Source: an optimization exercise on an open RTL-to-GDS flow (aim: small area, a short achievable clock period and few clock cycles per item). Production flows keep margins and buffers that such runs may drop. In this exercise RTL edits were held to simulation tests only and were not proved equivalent to the original. Power and IR drop assume default switching activity.

== v15 ==
==> flow/design.v (excerpt) <==
module wheel_pulse_rate_remapper (
  input  logic        clk_i,
  input  logic        rst_ni,
  input  logic        s_axis_tvalid,
  output logic        s_axis_tready,
  input  logic [7:0]  s_axis_tdata,
  output logic        m_axis_tvalid,
  input  logic        m_axis_tready,
  output logic [39:0] m_axis_tdata,
  input  logic        cfg_valid_i,
  output logic        cfg_ready_o,
  input  logic [2:0]  cfg_index_i,
  input  logic [31:0] cfg_data_i
);
Size in the first run: roughly 3300 cells after synthesis, about 430 flip-flops, roughly 91 I/O pins, about 0.029 mm² of cells after synthesis.
Settings: LEC_CHECK=0, CAP_MARGIN=20, CORE_MARGIN=2, CORE_UTILIZATION=35, CTS_CLUSTER_DIAMETER=120, CTS_CLUSTER_SIZE=20, SETUP_SLACK_MARGIN=4.6, SLEW_MARGIN=20; clock period 8.0 ns.
run.sh (not shown) runs the stock make flow with config.mk's settings and CLKGATE_MAP_FILE= SYNTH_SCRIPT=/design/flow/synth_recipe.tcl, a recipe that flattens the netlist after the stock synthesis.
Testbench counts of v15, summed over its fixed seeds: cycles 8,885, items 8,000.
[inputs] v25 vs v15
diff --git a/flow/design.v b/flow/design.v
--- a/flow/design.v
+++ b/flow/design.v
@@ -160,19 +160,19 @@
       neg_q  <= 1'b0;
       quo_q  <= '0;
     end else if (state_q == R_MUL) begin
       acc_q  <= acc_mul;
       den_q  <= den_mul;
       dig_q  <= ic_q[2*cnt_m1 +: 2];    
     end else if (state_q == R_DIV) begin
       acc_q  <= {rem_n[30:0], acc_q[8:0], 1'b0};
       neg_q  <= rem_n[32];
-      quo_q[cnt_q] <= !rem_n[32];
+      if (!rem_n[32]) quo_q[cnt_q] <= 1'b1;
     end
   end
   assign idle_o     = (state_q == R_DONE) && !cfgp_q;
   assign final_o    = final_q;
   assign busy_o     = (state_q != R_DONE) && !cfg_q && !cfgp_q;
   assign quotient_o = quo_q;
   assign interval_o = ival_q;
 endmodule
 module wheel_pulse_rate_remapper (
@@ -183,20 +183,20 @@
   input  logic [7:0]  s_axis_tdata,
   output logic        m_axis_tvalid,
   input  logic        m_axis_tready,
   output logic [39:0] m_axis_tdata,
   input  logic        cfg_valid_i,
   output logic        cfg_ready_o,
   input  logic [2:0]  cfg_index_i,
   input  logic [31:0] cfg_data_i
 );
-  localparam int QCNT_W = 4;
-  localparam logic [QCNT_W-1:0] QCNT_LIM = QCNT_W'(14);
+  localparam int QCNT_W = 5;
+  localparam logic [QCNT_W-1:0] QCNT_LIM = QCNT_W'(28);
   logic [15:0] slow_q;
   logic [9:0]  debounce_q;
   logic [15:0] idle_q;
   logic [7:0]  pulse_q;
   logic [21:0] hold_q;
   assign cfg_ready_o = 1'b1;
   always_ff @(posedge clk_i or negedge rst_ni) begin
     if (!rst_ni) begin
       slow_q     <= 16'd383;
@@ -233,19 +233,19 @@
   assign s_axis_tready = tready_q;
   assign in_fire = tready_q && s_axis_tvalid;
   assign h_edge  = ent0_q && (sr_q > {22'd0, debounce_q});
   assign q_full  = e_q ? (k2_q >= QCNT_LIM) : (k_q >= QCNT_LIM);
   logic q_drop_ok_q;
   always_ff @(posedge clk_i or negedge rst_ni) begin
     if (!rst_ni) q_drop_ok_q <= 1'b0;
     else q_drop_ok_q <= q_busy && qnext_q && !e_q && f0_q && !lwhi_q && (sw_q[31:10] == '0) &&
                         (now_q[31:5] != '1) &&
-                        (({1'b0, sw_q[9:0]} + 11'(k_q) + 11'd1) < {1'b0, q_val});
+                        (({1'b0, sw_q[9:0]} + {6'd0, k_q} + 11'd1) < {1'b0, q_val});
   end
   assign q_drop_ok = q_drop_ok_q && qnext_q && q_busy;
   assign a_go    = (occ_q != 2'd0) && !(h_edge && (e_q || (!q_done && !q_drop_ok))) && !q_full;
   assign occ_d   = occ_q + 2'(in_fire) - 2'(a_go);
   always_ff @(posedge clk_i or negedge rst_ni) begin
     if (!rst_ni) begin
       occ_q    <= '0;
       ent0_q   <= 1'b0;
       ent1_q   <= 1'b0;
## What came out
- v25 has completed all stages; timing, DRC and antenna checks passed.
- The higher global routing usage on met3 of v15 and v25 is in v15.
- Final area: v25 < v15
- The clock latency on the worst-skew pair on v15 is in line with that on v25.
- From v15 to v25 the numbers moved as follows: tightest slew margin relative to the limit went down, post-route met1 wirelength went down by about 3.6%, global routing met2 resource utilization decreased by 0.46 points relative to the old numbers, reported combinational group power now sits lower.
- Die size: v25 is under v15
- In the route summary, v25 ends up with a via count below that of v15.
- Cmp v15 and v25 / combinational share of power / higher: v15
- From v15 to v25 the numbers moved as follows: setup slack of the critical path after layout went up by 0.032 ns; synthesized cell count went down by 61.
Testbench counts of v25, summed over its fixed seeds: cycles 8,885, items 8,000.

-- static timing again, ports no longer ideal --
How much do the figures lean on ideal ports? The routed layouts below were timed once more, with nothing changed but the port constraints.
Step 1 sets driving cells, clkbuf_16 on the clock port and buf_2 on the other inputs (assumed; they add their load-dependent delay and slew).
Step 2 times the ports against the registers' clock, not the clock port: input delays grow and output delays shrink by t, the midpoint of the rising clock arrivals with the driver on.
Three values: no drivers, after step 1, after step 2; two values: the first two.
run	t, ns	setup slack, ns	hold slack, ns
v15	0.666	4.297 / 4.297 / 3.934	0.456 / 0.456 / 0.456
v25	0.670	4.329 / 4.329 / 4.283	0.453 / 0.453 / 0.453
After both steps setup and hold are still met in every run listed. The setup slack of v15, which loses most, moves by 0.000 ns with the drivers and by -0.363 ns with both steps.
